Context: an optimization exercise on an open-source flow, tuned for small area, a short achievable clock period and few clock cycles per item. The choices shown serve that exercise and are no tape-out recipe. Where RTL was checked, it was by simulation tests only, not by an equivalence proof against the original. No functional check of the RTL was part of run 1.

==> flow/design.v (outline; a module is shown in full before it is edited, if it fits) <==
// module idct_1d_serial: 2614 lines
module idct_1d_serial #(
    parameter int OFFSET = 0
) (
    input  logic        clk,
    input  logic        rst,
    input  logic [95:0] coef_in,
    input  logic        in_valid,
    output logic        in_ready,
    output logic [63:0] pix_out,
    output logic        out_valid,
    input  logic        out_ready
);
  // ...
==> flow/flow/run.sh <==
#!/bin/bash
# Standard ORFS layout with one extra step between synthesis and floorplan:
# fixinv.py cancels the inverters that Yosys's adder extraction leaves between full-adder
# cells (a full adder is self-dual, so flipping its polarity is a pure rewiring).
# Every tool's output goes to a log file of its own in the work folder.
set -euo pipefail
WORK=$(pwd)
RES=$WORK/orfs/results/${FLOW_PLATFORM}/idct_1d_serial/base
EXTRA=()
if [[ -f flow/margin.txt ]]; then
  EXTRA+=("SETUP_SLACK_MARGIN=$(cat flow/margin.txt)")
fi
bash standard.sh ${EXTRA[@]+"${EXTRA[@]}"} "$RES/1_2_yosys.v" > "$WORK/synth.log" 2>&1
cp "$RES/1_2_yosys.v" "$WORK/1_2_yosys.orig.v"
python3 flow/fixinv.py "$WORK/1_2_yosys.orig.v" "$RES/1_2_yosys.v" > "$WORK/fixinv.log" 2>&1
bash standard.sh ${EXTRA[@]+"${EXTRA[@]}"} finish > "$WORK/layout.log" 2>&1
==> flow/flow/fixinv.py <==
#!/usr/bin/env python3
"""Cancel inverters around full-adder cells in a Yosys gate netlist.

A full adder is self-dual: FA(~a,~b,~c) = (~sum, ~cout).  Yosys's extract_fa picks
polarities cell by cell, which leaves inverters between adders.  This pass flips adders
(connects the complements of their inputs and complements their outputs) whenever that
lowers the number of inverters, then writes the netlist back.  The logic is unchanged.
usage: fixinv.py in.v out.v
"""
import re
import sys

OUTPINS = {'X', 'Y', 'Q', 'Q_N', 'SUM', 'COUT', 'HI', 'LO'}
INV = 'sky130_fd_sc_hd__inv_1'


def is_inv(t):
    return re.fullmatch(r'sky130_fd_sc_hd__(clk)?inv_\d+', t) is not None


def is_fa(t):
    return re.fullmatch(r'sky130_fd_sc_hd__fa_\d+', t) is not None


def main(src, dst):
    text = open(src).read()
    m = re.search(r'^(module .*?;\n)(.*?)^endmodule', text, re.S | re.M)
    head_mod, body = m.group(1), m.group(2)
    pre, post = text[:m.start()], text[m.end():]
    cell_re = re.compile(r'^  (sky130_fd_sc_hd__\w+) (\S+) \((.*?)\);\n', re.S | re.M)
    decls = []
    cells = {}
    order = []
    pos = 0
    for cm in cell_re.finditer(body):
        decls.append(body[pos:cm.start()])
        pos = cm.end()
        typ, name, pins = cm.group(1), cm.group(2), cm.group(3)
        pm = {}
        for p, n in re.findall(r'\.(\w+)\(((?:[^()])*)\)', pins):
            pm[p] = n.strip()
        cells[name] = [typ, pm]
        order.append(name)
    rest = body[pos:]
    if rest.strip():
        # assigns or other statements: keep them, but treat their nets as fixed
        pass
    declstr = ''.join(decls)
    outports = set()
    for om in re.finditer(r'^\s*output\s+(\[(\d+):(\d+)\]\s+)?(\S+?)\s*;', head_mod + declstr, re.M):
        if om.group(1):
            hi, lo = int(om.group(2)), int(om.group(3))
            for i in range(min(hi, lo), max(hi, lo) + 1):
                outports.add(f"{om.group(4)}[{i}]")
        else:
            outports.add(om.group(4))
    fixed = set(re.findall(r'[\\\w$\[\]\.]+', rest)) if rest.strip() else set()

    drv = {}
    loads = {}

    def add_load(n, c, p):
        loads.setdefault(n, set()).add((c, p))

    for c in order:
        typ, pm = cells[c]
        for p, n in pm.items():
            if p in OUTPINS:
                drv[n] = (c, p)
            else:
                add_load(n, c, p)
    for n in outports:
        add_load(n, '$PORT', n)

    cnt = [0]

    def newnet():
        cnt[0] += 1
        return f"_fixinv_{cnt[0]}_"

    def newinv(a):
        cnt[0] += 1
        c = f"_fixinvc_{cnt[0]}_"
        y = newnet()
        cells[c] = [INV, {'A': a, 'Y': y}]
        order.append(c)
        drv[y] = (c, 'Y')
        add_load(a, c, 'A')
        return c, y

    def inv_driver(n):
        d = drv.get(n)
        if d and d[0] in cells and is_inv(cells[d[0]][0]):
            return d[0]
        return None

    def inv_load(n):
        for c, p in loads.get(n, ()):
            if c != '$PORT' and c in cells and is_inv(cells[c][0]):
                return c
        return None

    def connect(c, p, n):
        old = cells[c][1][p]
        loads[old].discard((c, p))
        cells[c][1][p] = n
        add_load(n, c, p)

    def remove_cell(c):
        typ, pm = cells.pop(c)
        for p, n in pm.items():
            if p in OUTPINS:
                drv.pop(n, None)
            else:
                loads[n].discard((c, p))

    def gain(f):
        """inverters saved by flipping f (estimate)"""
        typ, pm = cells[f]
        g = 0
        for p in ('A', 'B', 'CIN'):
            n = pm[p]
            I = inv_driver(n)
            if I is not None:
                if len(loads[n]) == 1 and cells[I][1]['Y'] not in outports:
                    g += 1
            elif inv_load(n) is None:
                g -= 1
        for p in ('SUM', 'COUT'):
            o = pm[p]
            ls = loads.get(o, set())
            invs = [c for c, q in ls if c != '$PORT' and is_inv(cells[c][0])
                    and cells[c][1]['Y'] not in outports and cells[c][1]['Y'] not in fixed]
            others = len(ls) - len(invs)
            g += len(invs)
            if others:
                g -= 1
        return g

    def flip(f):
        typ, pm = cells[f]
        for p in ('A', 'B', 'CIN'):
            n = pm[p]
            I = inv_driver(n)
            if I is not None:
                connect(f, p, cells[I][1]['A'])
                if not loads[n] and n not in outports:
                    remove_cell(I)
            else:
                J = inv_load(n)
                y = cells[J][1]['Y'] if J else newinv(n)[1]
                connect(f, p, y)
        for p in ('SUM', 'COUT'):
            o = pm[p]
            o2 = newnet()
            drv.pop(o, None)
            cells[f][1][p] = o2
            drv[o2] = (f, p)
            ls = list(loads.get(o, set()))
            for c, q in ls:
                if c != '$PORT' and is_inv(cells[c][0]):
                    y = cells[c][1]['Y']
                    if y in outports or y in fixed:
                        continue
                    for c2, q2 in list(loads.get(y, set())):
                        connect(c2, q2, o2)
                    remove_cell(c)
            if loads.get(o):
                # remaining loads need the old polarity: o = ~o2
                cnt[0] += 1
                c = f"_fixinvc_{cnt[0]}_"
                cells[c] = [INV, {'A': o2, 'Y': o}]
                order.append(c)
                drv[o] = (c, 'Y')
                add_load(o2, c, 'A')

    def ninv():
        return sum(1 for c in cells if is_inv(cells[c][0]))

    before = ninv()
    fas = [c for c in order if is_fa(cells[c][0])]
    for it in range(20):
        changed = 0
        for f in fas:
            if gain(f) > 0:
                k0 = ninv()
                flip(f)
                changed += 1
        if not changed:
            break
    # merge inverters that share an input
    byin = {}
    for c in list(order):
        if c in cells and is_inv(cells[c][0]):
            a, y = cells[c][1]['A'], cells[c][1]['Y']
            if y in outports or y in fixed:
                continue
            if a in byin:
                keep = byin[a]
                ky = cells[keep][1]['Y']
                for c2, q2 in list(loads.get(y, set())):
                    connect(c2, q2, ky)
                remove_cell(c)
            else:
                byin[a] = c
    # drop inverters with no loads
    for c in list(order):
        if c in cells and is_inv(cells[c][0]):
            y = cells[c][1]['Y']
            if not loads.get(y) and y not in outports and y not in fixed:
                remove_cell(c)
    after = ninv()
    print(f"fixinv: inverters {before} -> {after}", file=sys.stderr)

    newnets = set()
    for c in order:
        if c in cells:
            for n in cells[c][1].values():
                if n.startswith('_fixinv_'):
                    newnets.add(n)
    out = [pre, head_mod, declstr]
    for n in sorted(newnets):
        out.append(f"  wire {n};\n")
    for c in order:
        if c not in cells:
            continue
        typ, pm = cells[c]
        pins = ',\n'.join(f"    .{p}({n}{' ' if n.startswith(chr(92)) else ''})" for p, n in pm.items())
        out.append(f"  {typ} {c} (\n{pins}\n  );\n")
    out.append(rest)
    out.append('endmodule')
    out.append(post)
    open(dst, 'w').write(''.join(out))


if __name__ == '__main__':
    main(sys.argv[1], sys.argv[2])
==> flow/flow/margin.txt <==
6.7
==> flow/standard.sh <==
#!/bin/bash
# synth_recipe.tcl (not shown) runs the flow's synth.tcl, then flattens the netlist and writes it again
# the make line also repeats each setting of config.mk as NAME=value (left out here)
make -C /OpenROAD-flow-scripts/flow DESIGN_CONFIG=/design/flow/config.mk WORK_HOME=/design/flow/orfs CLKGATE_MAP_FILE= SYNTH_SCRIPT=/design/flow/synth_recipe.tcl "${@:-finish}"
==> flow/config.mk <==
export PLATFORM = sky130hd
export DESIGN_NAME = idct_1d_serial
export DESIGN_NICKNAME = idct_1d_serial
export VERILOG_FILES = /design/flow/design.v
export SDC_FILE = /design/flow/constraint.sdc
export NUM_CORES = 4
export LEC_CHECK = 0
export ABC_CLOCK_PERIOD_IN_PS = 3000
export CAP_MARGIN = 20
export CORE_MARGIN = 2
export CORE_UTILIZATION = 40
export SLEW_MARGIN = 20
==> flow/constraint.sdc <==
create_clock -name core_clock -period 11.0 [get_ports {clk}]
set_input_delay 2.2000 -clock core_clock [delete_from_list [all_inputs] [get_ports {clk}]]
set_output_delay 2.2000 -clock core_clock [all_outputs]
set_load 0.01 [all_outputs]
==> impl_metrics.yaml, run 1 <==
status:
  status: "complete, no violations"
setup_path:
  r2r_slack_ns: 6.34
  path_cells: "buf_6 -> fa_1 -> fa_2 -> fa_2 -> fa_2 -> ha_4 -> nand3_2 -> a21oi_2 -> a21oi_2 -> buf_6 -> a211oi_4 -> a2111oi_4 -> o21bai_1 -> a21oi_1 -> xnor2_1"
  critical_path_cell_count: 15
  crit_path_max_fanout: 5
  worstSetupStartpointType: "flop"
  crit_type: "reg -> reg"
final_layout:
  multi_input_cells: 2857
  multi_input_area_mm2: 0.0306
  mostFrequentLayoutCell: "fa_1"
  nets: 5391
  post-route-cell-area_mm2: 0.0524
  fin_util_pct: 49.7
clocking:
  cts_sinks: 414
  cts_max_level: 2
  ctsResizeCount: 297
  clk_latency_ns: 0.67
place:
  gp_congestion: 0.935
  dp.cells: 5315
  placedInstanceArea_mm2: 0.0461
timing:
  slew_viol_final: 0
  hold_slack_ns: 0.518
grt:
  antenna_found_initial: 2
  first_global_vias: 31200
flow_run:
  maxCapViolCount: 0
floorplan:
  start_util_pct: 40.4
  rows: 119
route:
  drc: 0
  viasPerCell: 5.35
  top_layer_used: "met5"
  wl_met3_um: 7300
  ant_nets: 0
yosys:
  avgSynthCellArea_um2: 11.2
==> run 2, diff against run 1 <==
--- a/flow/design.v
+++ b/flow/design.v
@@ -12,48 +12,29 @@
 );
     function automatic logic [7:0] offset_pixel(input logic signed [13:0] y);
         logic signed [15:0] t;
         t = 16'(y) + 16'(OFFSET);
         if (t < 0) offset_pixel = 8'd0;
         else if (t > 255) offset_pixel = 8'd255;
         else offset_pixel = t[7:0];
     endfunction
-    logic en_q;
     logic [1:0] v_q;
-    logic ov_q, sv_q, push, pop, ov_d, sv_d, en_d;
+    logic ovn_q;
     logic en;
-    assign en        = en_q;
-    assign in_ready  = en_q;
-    assign out_valid = ov_q;
-    assign push      = en_q & v_q[1];
-    assign pop       = ov_q & out_ready;
-    always_comb begin
-        ov_d = ov_q;
-        sv_d = sv_q;
-        if (sv_q) begin
-            if (pop) sv_d = push;
-        end else if (ov_q && !pop) begin
-            sv_d = push;
-        end else begin
-            ov_d = push;
-        end
-        en_d = !(ov_d && sv_d);
-    end
+    assign en        = ovn_q | out_ready;
+    assign in_ready  = en;
+    assign out_valid = !ovn_q;
     always_ff @(posedge clk or posedge rst) begin
         if (rst) begin
-            en_q <= 1'b0;
-            v_q  <= '0;
-            ov_q <= 1'b0;
-            sv_q <= 1'b0;
-        end else begin
-            en_q <= en_d;
-            if (en_q) v_q <= {v_q, in_valid};
-            ov_q <= ov_d;
-            sv_q <= sv_d;
+            v_q   <= '0;
+            ovn_q <= 1'b1;
+        end else if (en) begin
+            v_q   <= {v_q, in_valid};
+            ovn_q <= !v_q[1];
         end
     end
     logic [12:0] s04_1;
     logic hs2;
     logic hc3;
     logic hs4;
     logic hc5;
     logic hs6;
@@ -2592,23 +2573,12 @@
     assign pix1_1248 = (OFFSET == 0) ? (ah1241[14] ? 8'd0 : ((ah1241[9] | ah1241[10] | ah1241[11] | ah1241[12] | ah1241[13]) ? 8'd255 : {ah1241[8], ah1241[7], ah1241[6], ah1241[5], ah1241[4], ah1241[3], ah1241[2], ah1241[1]})) : offset_pixel({ah1241[14], ah1241[13], ah1241[12], ah1241[11], ah1241[10], ah1241[9], ah1241[8], ah1241[7], ah1241[6], ah1241[5], ah1241[4], ah1241[3], ah1241[2], ah1241[1]});
     assign pix2_1249 = (OFFSET == 0) ? (ah1243[14] ? 8'd0 : ((ah1243[9] | ah1243[10] | ah1243[11] | ah1243[12] | ah1243[13]) ? 8'd255 : {ah1243[8], ah1243[7], ah1243[6], ah1243[5], ah1243[4], ah1243[3], ah1243[2], ah1243[1]})) : offset_pixel({ah1243[14], ah1243[13], ah1243[12], ah1243[11], ah1243[10], ah1243[9], ah1243[8], ah1243[7], ah1243[6], ah1243[5], ah1243[4], ah1243[3], ah1243[2], ah1243[1]});
     assign pix3_1250 = (OFFSET == 0) ? (ah1245[14] ? 8'd0 : ((ah1245[9] | ah1245[10] | ah1245[11] | ah1245[12] | ah1245[13]) ? 8'd255 : {ah1245[8], ah1245[7], ah1245[6], ah1245[5], ah1245[4], ah1245[3], ah1245[2], ah1245[1]})) : offset_pixel({ah1245[14], ah1245[13], ah1245[12], ah1245[11], ah1245[10], ah1245[9], ah1245[8], ah1245[7], ah1245[6], ah1245[5], ah1245[4], ah1245[3], ah1245[2], ah1245[1]});
     assign pix4_1251 = (OFFSET == 0) ? (ah1246[14] ? 8'd0 : ((ah1246[9] | ah1246[10] | ah1246[11] | ah1246[12] | ah1246[13]) ? 8'd255 : {ah1246[8], ah1246[7], ah1246[6], ah1246[5], ah1246[4], ah1246[3], ah1246[2], ah1246[1]})) : offset_pixel({ah1246[14], ah1246[13], ah1246[12], ah1246[11], ah1246[10], ah1246[9], ah1246[8], ah1246[7], ah1246[6], ah1246[5], ah1246[4], ah1246[3], ah1246[2], ah1246[1]});
     assign pix5_1252 = (OFFSET == 0) ? (ah1244[14] ? 8'd0 : ((ah1244[9] | ah1244[10] | ah1244[11] | ah1244[12] | ah1244[13]) ? 8'd255 : {ah1244[8], ah1244[7], ah1244[6], ah1244[5], ah1244[4], ah1244[3], ah1244[2], ah1244[1]})) : offset_pixel({ah1244[14], ah1244[13], ah1244[12], ah1244[11], ah1244[10], ah1244[9], ah1244[8], ah1244[7], ah1244[6], ah1244[5], ah1244[4], ah1244[3], ah1244[2], ah1244[1]});
     assign pix6_1253 = (OFFSET == 0) ? (ah1242[14] ? 8'd0 : ((ah1242[9] | ah1242[10] | ah1242[11] | ah1242[12] | ah1242[13]) ? 8'd255 : {ah1242[8], ah1242[7], ah1242[6], ah1242[5], ah1242[4], ah1242[3], ah1242[2], ah1242[1]})) : offset_pixel({ah1242[14], ah1242[13], ah1242[12], ah1242[11], ah1242[10], ah1242[9], ah1242[8], ah1242[7], ah1242[6], ah1242[5], ah1242[4], ah1242[3], ah1242[2], ah1242[1]});
     assign pix7_1254 = (OFFSET == 0) ? (ah1240[14] ? 8'd0 : ((ah1240[9] | ah1240[10] | ah1240[11] | ah1240[12] | ah1240[13]) ? 8'd255 : {ah1240[8], ah1240[7], ah1240[6], ah1240[5], ah1240[4], ah1240[3], ah1240[2], ah1240[1]})) : offset_pixel({ah1240[14], ah1240[13], ah1240[12], ah1240[11], ah1240[10], ah1240[9], ah1240[8], ah1240[7], ah1240[6], ah1240[5], ah1240[4], ah1240[3], ah1240[2], ah1240[1]});
     assign pix = {pix0_1247, pix1_1248, pix2_1249, pix3_1250, pix4_1251, pix5_1252, pix6_1253, pix7_1254};
-    logic [63:0] pix_q, skid_q;
-    always_ff @(posedge clk) begin
-        if (sv_q) begin
-            if (pop) begin
-                pix_q  <= skid_q;
-                skid_q <= pix;
-            end
-        end else if (ov_q && !pop) begin
-            skid_q <= pix;
-        end else begin
-            pix_q <= pix;
-        end
-    end
+    logic [63:0] pix_q;
+    always_ff @(posedge clk) if (en) pix_q <= pix;
     assign pix_out = pix_q;
 endmodule
==> flow/flow/run.sh (replaced) <==
#!/bin/bash
# Standard ORFS layout with one extra step between synthesis and floorplan:
# fixinv.py cancels the inverters that Yosys's adder extraction leaves between full-adder
# cells (a full adder is self-dual, so flipping its polarity is a pure rewiring).
# flow/make_vars.txt, if present, lists extra ORFS make variables (one per line), e.g. the
# setup slack margin repair_timing aims for.  Every tool's output goes to its own log file.
set -euo pipefail
WORK=$(pwd)
RES=$WORK/orfs/results/${FLOW_PLATFORM}/idct_1d_serial/base
EXTRA=()
if [[ -f flow/make_vars.txt ]]; then
  while IFS= read -r line; do
    [[ -n "$line" ]] && EXTRA+=("$line")
  done < flow/make_vars.txt
fi
bash standard.sh ${EXTRA[@]+"${EXTRA[@]}"} "$RES/1_2_yosys.v" > "$WORK/synth.log" 2>&1
cp "$RES/1_2_yosys.v" "$WORK/1_2_yosys.orig.v"
python3 flow/fixinv.py "$WORK/1_2_yosys.orig.v" "$RES/1_2_yosys.v" > "$WORK/fixinv.log" 2>&1
bash standard.sh ${EXTRA[@]+"${EXTRA[@]}"} finish > "$WORK/layout.log" 2>&1
==> flow/flow/make_vars.txt (new file) <==
SETUP_SLACK_MARGIN=6.15
BUFFER_PORTS_ARGS=-buffer_cell sky130_fd_sc_hd__buf_1
removed: flow/flow/margin.txt
==> impl_metrics.yaml, run 2 <==
final_layout:
  fin_util_pct: 45.3
  nets: 4993
  mostFrequentLayoutCell: "fa_1"
  antennaDiodeCount: 0
  largest_reg_flops: 64
  top_register: "pix_q"
  layout_common_cells: "534 x fa_1, 473 x ha_1, 462 x inv_1"
  post-route-cell-area_mm2: 0.0446
  syn_to_final_growth_pct: 12.4
  layout-drive-gt1-share_pct: 8.07
  instances_no_fill: 5202
clocking:
  cts_sinks: 348
  cts_max_level: 2
  cts_buffer_depth: 3
  cts-root-buf: "clkbuf_16"
  numCtsBuffers: 44
  tritoncts: "done"
  cts.clk_slew.worst_paths_ns: 0.06
  clk_latency_ns: 0.61
yosys:
  avgSynthCellArea_um2: 11.1
  synth_nets: 4680
  syn_inst: 3567
  ys_warn_count: 1
  synth_area_mm2: 0.0397
floorplan:
  ios: 166
  rows: 115
  dieArea_mm2: 0.102
  start_util_pct: 40.4
  die_h_um: 319
  core_area_mm2: 0.0983
  die-width_um: 319
timing:
  final.setup_skew_ns: 0.0477
  fin_crit_ns: 4.86
  rsz0062_at_grt: "yes"
  hold_violations: 0
  worst_slack_ns: 6.14
  period_share_pct: 44.2
  max_slew_margin_pct: 31.2
  slew_viol_final: 0
  hold_slack_ns: 0.386
  worst_pin_slew_ns: 1.03
  final-setup-viol-count: 0
  max_freq_mhz: 206
  final.setup.tns_ns: 0
setup_path:
  path_cells: "buf_6 -> nor2_4 -> clkinvlp_4 -> buf_8"
  critical_path.top_delay_family: "buffers and inverters"
  worstSetupStartpointType: "primary input"
  arrival_ns: 2.66
  slowest_stage: "buf_8"
  required_ns: 8.80
  crit_type: "in -> out"
  crit_path_max_fanout: 2
  end_kind: "output port"
  critPathBufInv: 3
  cp_slowest_stage_delay_ns: 0.15
status:
  status: "complete, no violations"
route:
  wl_met2_um: 47500
  ant_nets: 0
  vias: 27500
  drc: 0
  top_layer_used: "met5"
  drt-total-wl_um: 106000
  wl_met1_um: 47100
  post_drt_wl_per_cell_um: 20.4
  drt_iter0_markers: 2023
  wl_met3_um: 7740
  dr.pass1.iters: 6
  viasPerCell: 5.29
flow_run:
  maxCapViolCount: 0
place:
  dp_hpwl_um: 88000
  dp_slack_ns: 5.70
  numPortBuffers: 165
  placedInstanceArea_mm2: 0.0418
  gp_congestion: 0.948
  dp.cells: 4986
grt:
  grtUsageTotal_pct: 21.0
  grt-ovfl-total: 0
  grt_max_degree: 152
  antenna_found_initial: 7
  first_global_vias: 27900
  grt_pass1_wl_um: 164000
worst_hold_path:
  hp-class: "reg -> reg"
## run 2: path summary, 6_finish.rpt
kind                       depth (start not counted)  slack [ns]       from         to
hold / removal                                     1        0.39     v_q[1]      ovn_q
hold reg to reg                                    1        0.39     v_q[1]      ovn_q
setup reg to reg                                  13        6.25    x3_q[8]  eo0_q[24]
min in group asynchronous                          2        1.42        rst     v_q[1]
max in group asynchronous                          2        9.37        rst      ovn_q
setup / recovery                                   4        6.14  out_ready   in_ready
## run 2: final cells by class
type / count / area, um2
clock inverters: 31 / 342
well taps: 1287 / 1610
flip-flops and latches: 348 / 10400
inverters: 482 / 1850
multi-input cells: 2699 / 27400
fillers: 9126 / 53700
clock buffers: 50 / 1140
repair buffers: 305 / 1740
## run 2: timing repair
action / CTS / global route
setup buffers: 43 / 92
pin swaps: 1 / 4
hold buffers: 0 / 0
resized for setup: 28 / 39
endpoints found under the hold margin: 0 / 0
endpoints found under the setup margin: 42 / 37
## run 2: routing by layer
metal | vias up | track usage, %
li1 | 13000 | -
met1 | 13500 | 28.4
met4 | 6 | 7.17
met5 | - | 0.520
met3 | 146 | 5.27
met2 | 792 | 33.0
Testbench counts of run 2, summed over its fixed seeds: cycles 1,624, items 1,600.
==> run 3, diff against run 2 <==
--- a/flow/config.mk
+++ b/flow/config.mk
@@ -9,4 +9,4 @@
 export CAP_MARGIN = 20
 export CORE_MARGIN = 2
-export CORE_UTILIZATION = 40
+export CORE_UTILIZATION = 55
 export SLEW_MARGIN = 20
==> impl_metrics.yaml, run 3 <==
setup_path:
  r2r_cells: 12
  startpoint: "out_ready"
  r2r_slack_ns: 6.23
  r2r_start: "x1_q[7]"
  slowest_stage: "buf_8"
  end_kind: "output port"
  crit_type: "in -> out"
  path_cells: "buf_6 -> nor2_4 -> clkinvlp_4 -> buf_8"
  timing.rr.end: "eo1_q[24]"
  arrival_ns: 2.69
  crit_path_max_fanout: 2
  cp_slowest_stage_delay_ns: 0.16
  required_ns: 8.80
  worstSetupStartpointType: "primary input"
timing:
  final.setup_skew_ns: 0.0427
  worst_pin_slew_ns: 0.977
  final.setup.tns_ns: 0
  max_slew_margin_pct: 34.5
  hold_violations: 0
  fin_crit_ns: 4.89
  hold_slack_ns: 0.393
  rsz0062_at_grt: "yes"
  slew_viol_final: 0
  max_freq_mhz: 205
  period_share_pct: 44.4
  final-setup-viol-count: 0
clocking:
  numCtsBuffers: 42
  cts_sinks: 348
  cts-root-buf: "clkbuf_16"
  clk_latency_ns: 0.62
  cts.clk_slew.worst_paths_ns: 0.06
  cts_max_level: 2
  tritoncts: "done"
  cts_buffer_depth: 3
route:
  drt-total-wl_um: 110000
  drc: 0
  post_drt_wl_per_cell_um: 22.5
  vias: 28100
  viasPerCell: 5.76
  dr.pass1.iters: 5
  ant_nets: 0
  drt_iter0_markers: 2015
grt:
  first_global_vias: 29000
  grtUsageTotal_pct: 30.1
  antenna_found_initial: 0
  grt-ovfl-total: 0
  grt_max_degree: 73
  grt_pass1_wl_um: 170000
yosys:
  synth_nets: 4680
  avgSynthCellArea_um2: 11.1
  syn_inst: 3567
  synth_area_mm2: 0.0397
  ys_warn_count: 1
place:
  gp_congestion: 0.963
  dp_hpwl_um: 90200
  numPortBuffers: 165
floorplan:
  die-width_um: 273
  die_h_um: 273
  ios: 166
  core_area_mm2: 0.0715
  dieArea_mm2: 0.0743
  start_util_pct: 55.5
  rows: 98
worst_hold_path:
  holdPathEnd: "ovn_q"
  hold_start: "v_q[1]"
  holdPathStages: 1
  hp-class: "reg -> reg"
final_layout:
  nets: 5002
  syn_to_final_growth_pct: 11.4
  antennaDiodeCount: 0
  largest_reg_flops: 64
  multi_input_area_mm2: 0.0276
  fillers: 5747
  top_register: "pix_q"
  layout-drive-gt1-share_pct: 8.70
  mostFrequentLayoutCell: "fa_1"
  fin_util_pct: 61.8
  layout_common_cells: "534 x fa_1, 470 x ha_1, 458 x inv_1"
  ff_latch_area_mm2: 0.0104
status:
  status: "complete, no violations"
flow_run:
  maxCapViolCount: 0
run 3: final cells by class:
class | count | area share, %
Multi-Input combinational cell | 2699 | 62.4
Sequential cell | 348 | 23.6
Inverter | 482 | 4.20
Timing Repair Buffer | 314 | 4.06
Tap cell | 950 | 2.69
Clock buffer | 50 | 2.47
Clock inverter | 26 | 0.507
Timing Repair inverter | 2 | 0.0227
run 3: stage by stage:
stage	setup WS, ns	instance area (um2)	instances
final	6.11	44200	4871
after global routing	6.08	44200	4871
after detailed placement	5.11	41400	4651
after floorplan	2.67	39700	3567
after global placement	5.13	41400	4651
after CTS	6.07	43500	4810
run 3: worst max-delay path by stage:
| stage | end | slack (ns) | cells past startpoint |
|---|---|---|---|
| detailed placement | in_ready | 5.11 | 4 |
| global placement | in_ready | 5.13 | 4 |
| finish | in_ready | 6.11 | 4 |
| CTS | in_ready | 6.07 | 4 |
| floorplan | in_ready | 2.67 | 2 |
| global route | eo0_q[12] | 6.08 | 14 |
run 3: metal layers:
layer  vias up  GRT usage (%)  part of all wire (%)
met2       857           47.7                    46
met1     14000           42.8                    44
met4         0           7.33                   2.5
met3       129           6.12                   7.4
li1      13000              -                     -
met5         -              0                     0
run 3: repair_timing:
item,in CTS,in global routing
gates cloned,2,0
hold buffers,0,0
setup buffers,81,61
gates resized for setup,47,45
setup endpoints to repair,115,58
pin swaps,5,10
run 3: worst max-delay path: cells and delay by family:
| family | cells | cell delay [ns] |
|---|---|---|
| simple gates | 1 | 0.10 |
| buf+inv | 3 | 0.38 |
==> run 4, diff against run 3 <==
--- a/flow/config.mk
+++ b/flow/config.mk
@@ -9,4 +9,5 @@
 export CAP_MARGIN = 20
 export CORE_MARGIN = 2
-export CORE_UTILIZATION = 55
+export CORE_UTILIZATION = 40
+export CTS_BUF_LIST = sky130_fd_sc_hd__clkbuf_8
 export SLEW_MARGIN = 20
==> impl_metrics.yaml, run 4 <==
status:
  status: "complete, no violations"
clocking:
  cts_sinks: 348
  clk_latency_ns: 0.69
  cts-root-buf: "clkbuf_8"
  cts_max_level: 3
  cts_buffer_depth: 3
  hold_buffers: 0
  numCtsBuffers: 66
  tritoncts: "done"
  cts.clk_slew.worst_paths_ns: 0.06
setup_path:
  worstSetupStartpointType: "primary input"
  end_kind: "output port"
  crit_type: "in -> out"
  path_cells: "buf_6 -> nor2_4 -> clkinvlp_4 -> buf_8"
  crit_path_max_fanout: 2
  critPathBufInv: 3
  startpoint: "out_ready"
  arrival_ns: 2.66
  r2r_start: "x7_q[8]"
  slowest_stage: "buf_8"
  required_ns: 8.80
  critical_path.top_delay_family: "buffers and inverters"
  cp_slowest_stage_delay_ns: 0.15
floorplan:
  die-width_um: 319
  ios: 166
  core_area_mm2: 0.0983
  start_util_pct: 40.4
  dieArea_mm2: 0.102
  rows: 115
  die_h_um: 319
final_layout:
  syn_to_final_growth_pct: 11.8
  fin_util_pct: 45.1
  top_register: "pix_q"
  largest_reg_flops: 64
  layout-drive-gt1-share_pct: 8.26
  nets: 5006
  layout_common_cells: "535 x fa_1, 478 x inv_1, 472 x ha_1"
  mostFrequentLayoutCell: "fa_1"
timing:
  period_share_pct: 44.2
  rsz0062_at_grt: "yes"
  max_slew_margin_pct: 31.9
  hold_violations: 0
  final.setup_skew_ns: 0.0573
  fin_crit_ns: 4.86
  max_freq_mhz: 206
  slew_viol_final: 0
  worst_pin_slew_ns: 1.02
  final-setup-viol-count: 0
  final.setup.tns_ns: 0
flow_run:
  maxCapViolCount: 0
route:
  dr.pass1.iters: 5
  vias: 27600
  ant_nets: 0
  drc: 0
  post_drt_wl_per_cell_um: 20.4
  drt_iter0_markers: 2040
  drt-total-wl_um: 107000
  viasPerCell: 5.28
grt:
  grt-ovfl-total: 0
  antenna_found_initial: 8
  grt_max_degree: 152
  grtUsageTotal_pct: 21.1
  first_global_vias: 28000
  grt_pass1_wl_um: 165000
place:
  dp_hpwl_um: 88000
  numPortBuffers: 165
  gp_congestion: 0.948
yosys:
  avgSynthCellArea_um2: 11.1
  syn_inst: 3567
  synth_nets: 4680
  ys_warn_count: 1
  synth_area_mm2: 0.0397
worst_hold_path:
  hp-class: "reg -> reg"
  hold_start: "v_q[1]"
## run 4: final cells by class
cell class / instances / area, um2
antenna: 4 / 10.0
clock buffer: 68 / 936
clock inverter: 53 / 380
fill: 9162 / 54000
inverter: 482 / 1850
multi-input combinational: 2699 / 27400
sequential: 348 / 10400
tap: 1287 / 1610
timing repair buffer: 296 / 1670
## run 4: through the flow
stage	hold WS (ns)	setup slack [ns]	instance area, um2	std cells
2_1_floorplan	0.363	2.67	39700	3567
3_3_place_gp	0.369	5.71	41800	4986
3_5_place_dp	0.379	5.70	41800	4986
4_1_cts	0.386	6.10	43500	5143
5_1_grt	0.405	6.10	44300	5234
6_report	0.384	6.14	44300	5237
## run 4: timing repair
action                     in CTS  in global routing
setup buffers                  36                 90
gates resized for setup        25                 40
pin swaps                       1                  2
hold endpoints to repair        0                  0
setup endpoints to repair      41                 39
## run 4: final timing paths
path	to	slack, ns	depth (start not counted)
max in group asynchronous	ovn_q	9.42	2
setup reg to reg	eo1_q[23]	6.27	14
setup / recovery	in_ready	6.14	4
min in group asynchronous	v_q[1]	1.37	2
hold / removal	ovn_q	0.38	1
hold reg to reg	ovn_q	0.38	1
## run 4: routing by layer
metal | global-route usage, % | wire length, um | vias up
met5 | 0 | 27 | -
met4 | 5.89 | 2970 | 4
met3 | 5.05 | 7930 | 150
met2 | 33.7 | 48800 | 859
met1 | 28.8 | 47300 | 13600
li1 | - | - | 13100

-- afterwards: timing with drivers on the ports --
How much do the figures lean on ideal ports? The routed layouts below were timed once more, with nothing changed but the port constraints. Step 1: set_driving_cell puts a clkbuf_16 on clk and a buf_2 on each other input, an assumption about the parent block. Step 2 times the ports against the registers' clock, not the clock port: input delays grow and output delays shrink by t, the midpoint of the rising clock arrivals with the driver on. Three values: no drivers, after step 1, after step 2; two values: the first two.
run | shift t [ns] | slack for setup (ns) | worst setup path at the end | clock arrival spread, ns | worst register clock-pin slew, ns
run 1 | 0.723 | 6.340 / 6.340 / 6.106 | input to register | 0.034 / 0.034 | 0.07 / 0.07
run 2 | 0.655 | 6.142 / 6.111 / 5.741 | input to register | 0.048 / 0.047 | 0.07 / 0.07
run 3 | 0.662 | 6.113 / 6.082 / 5.742 | input to register | 0.043 / 0.042 | 0.07 / 0.07
run 4 | 0.729 | 6.140 / 6.109 / 5.751 | input to register | 0.058 / 0.058 | 0.08 / 0.08
After both steps setup and hold are still met in every run listed. For run 2, which loses most, drivers alone change the setup slack by -0.031 ns; drivers and shift together by -0.401 ns.
